This design comes from an exercise in tuning for small area, a short achievable clock period and few clock cycles per item on the open sky130 flow, not from production work.
The RTL was checked by simulation tests, not by an equivalence proof against the original design.
No activity file was given, so power comes from the tool's default toggle rates.

==> module winograd_tile_serializer, before the edit <==
module winograd_tile_serializer #(
  parameter int ROWS   = 8,
  parameter int COLS   = 10,
  parameter int DATA_W = 16
) (
  input  logic                         clk,
  input  logic                         rst_n,
  input  logic                         tile_valid,
  output logic                         tile_ready,
  input  logic [ROWS*COLS*DATA_W-1:0]  tile_data,
  output logic                         out_valid,
  input  logic                         out_ready,
  output logic [DATA_W-1:0]            out_data,
  output logic [$clog2(ROWS)-1:0]      out_row,
  output logic [$clog2(COLS)-1:0]      out_col,
  output logic                         out_last,
  output logic                         busy
);
  localparam int RW = $clog2(ROWS);
  localparam int CW = $clog2(COLS);
  logic [ROWS-1:0][COLS-1:0][DATA_W-1:0] r_hold;
  logic            r_free;
  logic            r_rdy_n;
  logic [ROWS-1:0] r_rsel;
  logic [COLS-1:0] r_csel;
  logic              r_valid;
  logic [DATA_W-1:0] r_data;
  logic [RW-1:0]     r_row;
  logic [CW-1:0]     r_col;
  logic              r_last;
  logic              w_accept;
  logic              w_adv;
  logic              w_ptr_last;
  logic [RW-1:0]     w_row_bin;
  logic [CW-1:0]     w_col_bin;
  logic [DATA_W-1:0] w_rd;
  logic [DATA_W-1:0][ROWS-1:0] w_rowv;
  assign w_accept   = tile_valid && r_free;
  assign w_adv      = !r_valid || out_ready;
  assign w_ptr_last = r_rsel[ROWS-1] && r_csel[COLS-1];
  always_comb begin
    w_row_bin = '0;
    w_col_bin = '0;
    for (int r = 0; r < ROWS; r++) if (r_rsel[r]) w_row_bin = w_row_bin | RW'(r);
    for (int c = 0; c < COLS; c++) if (r_csel[c]) w_col_bin = w_col_bin | CW'(c);
  end
  for (genvar b = 0; b < DATA_W; b++) begin : g_bit
    for (genvar r = 0; r < ROWS; r++) begin : g_row
      logic [COLS-1:0] w_d;
      for (genvar c = 0; c < COLS; c++) begin : g_col
        assign w_d[c] = r_hold[r][c][b];
      end
      wg_and_or #(.N(COLS)) u_cmux (.i_sel(r_csel), .i_d(w_d), .o_y(w_rowv[b][r]));
    end
    wg_and_or2 #(.N(ROWS)) u_rmux (.i_sel(r_rsel), .i_d(w_rowv[b]), .o_y(w_rd[b]));
  end
  always_ff @(posedge clk) begin
    if (r_free) begin
      r_hold <= tile_data;
    end
  end
  always_ff @(posedge clk or negedge rst_n) begin
    if (!rst_n) begin
      r_free  <= 1'b1;
      r_rdy_n <= 1'b0;
      r_valid <= 1'b0;
    end else begin
      if (w_adv) begin
        if (!r_free) begin
          r_valid <= 1'b1;
          if (w_ptr_last) begin
            r_free <= 1'b1;
            r_rdy_n <= 1'b0;
          end
        end else if (tile_valid) begin
          r_valid <= 1'b1;
          r_free  <= 1'b0;
          r_rdy_n <= 1'b1;
        end else begin
          r_valid <= 1'b0;
        end
      end else if (w_accept) begin
        r_free <= 1'b0;
        r_rdy_n <= 1'b1;
      end
    end
  end
  always_ff @(posedge clk) begin
    if (w_adv) begin
      if (!r_free) begin
        r_data <= w_rd;
        r_row  <= w_row_bin;
        r_col  <= w_col_bin;
        r_last <= w_ptr_last;
        if (r_csel[COLS-1]) begin
          r_csel <= COLS'(1);
          r_rsel <= {r_rsel[ROWS-2:0], r_rsel[ROWS-1]};
        end else begin
          r_csel <= {r_csel[COLS-2:0], 1'b0};
        end
      end else begin
        r_data <= tile_data[DATA_W-1:0];
        r_row  <= '0;
        r_col  <= '0;
        r_last <= 1'b0;
        r_rsel <= ROWS'(1);
        r_csel <= COLS'(2);
      end
    end else if (w_accept) begin
      r_rsel <= ROWS'(1);
      r_csel <= COLS'(1);
    end
  end
  assign tile_ready = !r_rdy_n;
  assign out_valid  = r_valid;
  assign busy       = r_valid;
  assign out_data   = r_data;
  assign out_row    = r_row;
  assign out_col    = r_col;
  assign out_last   = r_last;
endmodule
==> module wg_and_or2, before the edit <==
module wg_and_or2 #(
  parameter int N = 8
) (
  input  logic [N-1:0] i_sel,
  input  logic [N-1:0] i_d,
  output logic         o_y
);
  logic [N/2-1:0] w_n;
  for (genvar g = 0; g < N/2; g++) begin : g_aoi2
    wg_aoi2 u_aoi (.i_s(i_sel[2*g +: 2]), .i_d(i_d[2*g +: 2]), .o_n(w_n[g]));
  end
  assign o_y = ~&w_n;
endmodule
==> module wg_aoi2, before the edit <==
module wg_aoi2 (
  input  logic [1:0] i_s,
  input  logic [1:0] i_d,
  output logic       o_n
);
  assign o_n = ~|(i_s & i_d);
endmodule
==> flow/config.mk <==
export PLATFORM = sky130hd
export DESIGN_NAME = winograd_tile_serializer
export DESIGN_NICKNAME = winograd_tile_serializer
export VERILOG_FILES = /design/flow/design.v
export SDC_FILE = /design/flow/constraint.sdc
export NUM_CORES = 4
export LEC_CHECK = 0
export CAP_MARGIN = 20
export CORE_AREA = 10 10 310 310
export CTS_BUF_LIST = sky130_fd_sc_hd__clkbuf_8 sky130_fd_sc_hd__clkbuf_16
export CTS_CLUSTER_DIAMETER = 100
export CTS_CLUSTER_SIZE = 25
export DIE_AREA = 0 0 320 320
export SETUP_SLACK_MARGIN = 4.4
export SLEW_MARGIN = 20
export SYNTH_HIERARCHICAL = 1
export SYNTH_MINIMUM_KEEP_SIZE = 0
export TNS_END_PERCENT = 20
==> flow/constraint.sdc <==
create_clock -name core_clock -period 7.0 [get_ports {clk}]
set_input_delay 1.4000 -clock core_clock [delete_from_list [all_inputs] [get_ports {clk}]]
set_output_delay 1.4000 -clock core_clock [all_outputs]
set_load 0.01 [all_outputs]
standard.sh (not shown) runs the stock make flow with config.mk's settings and CLKGATE_MAP_FILE= SYNTH_SCRIPT=/design/flow/synth_recipe.tcl, a recipe that flattens the netlist after the stock synthesis.
==> flow/flow/run.sh <==
#!/bin/bash
# The standard layout, with plain buf_1 cells as the port buffers and pins
# allowed on neighbouring routing tracks, so that a compact die fits them.
set -euo pipefail
bash standard.sh BUFFER_PORTS_ARGS="-buffer_cell sky130_fd_sc_hd__buf_1" \
  PLACE_PINS_ARGS="-min_distance 1 -min_distance_in_tracks" finish > standard_flow.log 2>&1
Testbench counts at the start, summed over its fixed seeds: cycles 15,368, items 15,360.
==> next run, changes <==
--- a/flow/design.v
+++ b/flow/design.v
@@ -55,13 +55,13 @@
   output logic                         busy
 );
   localparam int RW = $clog2(ROWS);
   localparam int CW = $clog2(COLS);
   logic [ROWS-1:0][COLS-1:0][DATA_W-1:0] r_hold;
   logic            r_free;
-  logic            r_rdy_n;
+  logic            r_rdy;
   logic [ROWS-1:0] r_rsel;
   logic [COLS-1:0] r_csel;
   logic              r_valid;
   logic [DATA_W-1:0] r_data;
   logic [RW-1:0]     r_row;
   logic [CW-1:0]     r_col;
@@ -87,42 +87,42 @@
       logic [COLS-1:0] w_d;
       for (genvar c = 0; c < COLS; c++) begin : g_col
         assign w_d[c] = r_hold[r][c][b];
       end
       wg_and_or #(.N(COLS)) u_cmux (.i_sel(r_csel), .i_d(w_d), .o_y(w_rowv[b][r]));
     end
-    wg_and_or2 #(.N(ROWS)) u_rmux (.i_sel(r_rsel), .i_d(w_rowv[b]), .o_y(w_rd[b]));
+    wg_and_or #(.N(ROWS)) u_rmux (.i_sel(r_rsel), .i_d(w_rowv[b]), .o_y(w_rd[b]));
   end
   always_ff @(posedge clk) begin
     if (r_free) begin
       r_hold <= tile_data;
     end
   end
   always_ff @(posedge clk or negedge rst_n) begin
     if (!rst_n) begin
       r_free  <= 1'b1;
-      r_rdy_n <= 1'b0;
+      r_rdy   <= 1'b1;
       r_valid <= 1'b0;
     end else begin
       if (w_adv) begin
         if (!r_free) begin
           r_valid <= 1'b1;
           if (w_ptr_last) begin
             r_free <= 1'b1;
-            r_rdy_n <= 1'b0;
+            r_rdy  <= 1'b1;
           end
         end else if (tile_valid) begin
           r_valid <= 1'b1;
           r_free  <= 1'b0;
-          r_rdy_n <= 1'b1;
+          r_rdy   <= 1'b0;
         end else begin
           r_valid <= 1'b0;
         end
       end else if (w_accept) begin
         r_free <= 1'b0;
-        r_rdy_n <= 1'b1;
+        r_rdy  <= 1'b0;
       end
     end
   end
   always_ff @(posedge clk) begin
     if (w_adv) begin
       if (!r_free) begin
@@ -146,13 +146,13 @@
       end
     end else if (w_accept) begin
       r_rsel <= ROWS'(1);
       r_csel <= COLS'(1);
     end
   end
-  assign tile_ready = !r_rdy_n;
+  assign tile_ready = r_rdy;
   assign out_valid  = r_valid;
   assign busy       = r_valid;
   assign out_data   = r_data;
   assign out_row    = r_row;
   assign out_col    = r_col;
   assign out_last   = r_last;
@@ -179,32 +179,12 @@
   input  logic [2:0] i_s,
   input  logic [2:0] i_d,
   output logic       o_n
 );
   assign o_n = ~|(i_s & i_d);
 endmodule
-module wg_and_or2 #(
-  parameter int N = 8
-) (
-  input  logic [N-1:0] i_sel,
-  input  logic [N-1:0] i_d,
-  output logic         o_y
-);
-  logic [N/2-1:0] w_n;
-  for (genvar g = 0; g < N/2; g++) begin : g_aoi2
-    wg_aoi2 u_aoi (.i_s(i_sel[2*g +: 2]), .i_d(i_d[2*g +: 2]), .o_n(w_n[g]));
-  end
-  assign o_y = ~&w_n;
-endmodule
-module wg_aoi2 (
-  input  logic [1:0] i_s,
-  input  logic [1:0] i_d,
-  output logic       o_n
-);
-  assign o_n = ~|(i_s & i_d);
-endmodule
 module wg_nand2 (
   input  logic i_s,
   input  logic i_d,
   output logic o_n
 );
   assign o_n = ~(i_s & i_d);
=>
- cell area rose by a few percent
- synthesized area fell slightly
- synthesized cell count hardly moves
- clock skew rose by 0.0096 ns
- cell count rose by a few percent
- first-iteration DRC count rose by roughly a tenth
- clock power hardly moves
- setup slack loses 0.18 ns
- via count rose by a few percent
- global-route usage rose by 2.5 points
- count of clock-buffer cells in the layout fell by 2
Testbench counts after the change, summed over its fixed seeds: cycles 15,368, items 15,360.

-- re-timing with driven ports --
Ports are ideal in the flow. The routed layouts listed here were re-timed in OpenROAD.
Step 1: set_driving_cell puts a clkbuf_16 on clk and a buf_2 on each other input, an assumption about the parent block.
Step 2 times the ports against the registers' clock, not the clock port: input delays grow and output delays shrink by t, the midpoint of the rising clock arrivals with the driver on.
Three values: no drivers, after step 1, after step 2; two values: the first two.
| run | t (ns) | setup slack, ns | worst setup path after step 2 | worst register clock-pin slew, ns |
|---|---|---|---|---|
| the first run | 0.738 | 4.307 / 4.236 / 4.175 | input to register | 0.10 / 0.10 |
| the second run | 0.746 | 4.123 / 4.123 / 3.810 | input to register | 0.10 / 0.10 |
After both steps every run listed still meets setup and hold. The setup slack of the second run, which loses most, moves by 0.000 ns with the drivers and by -0.313 ns with both steps.
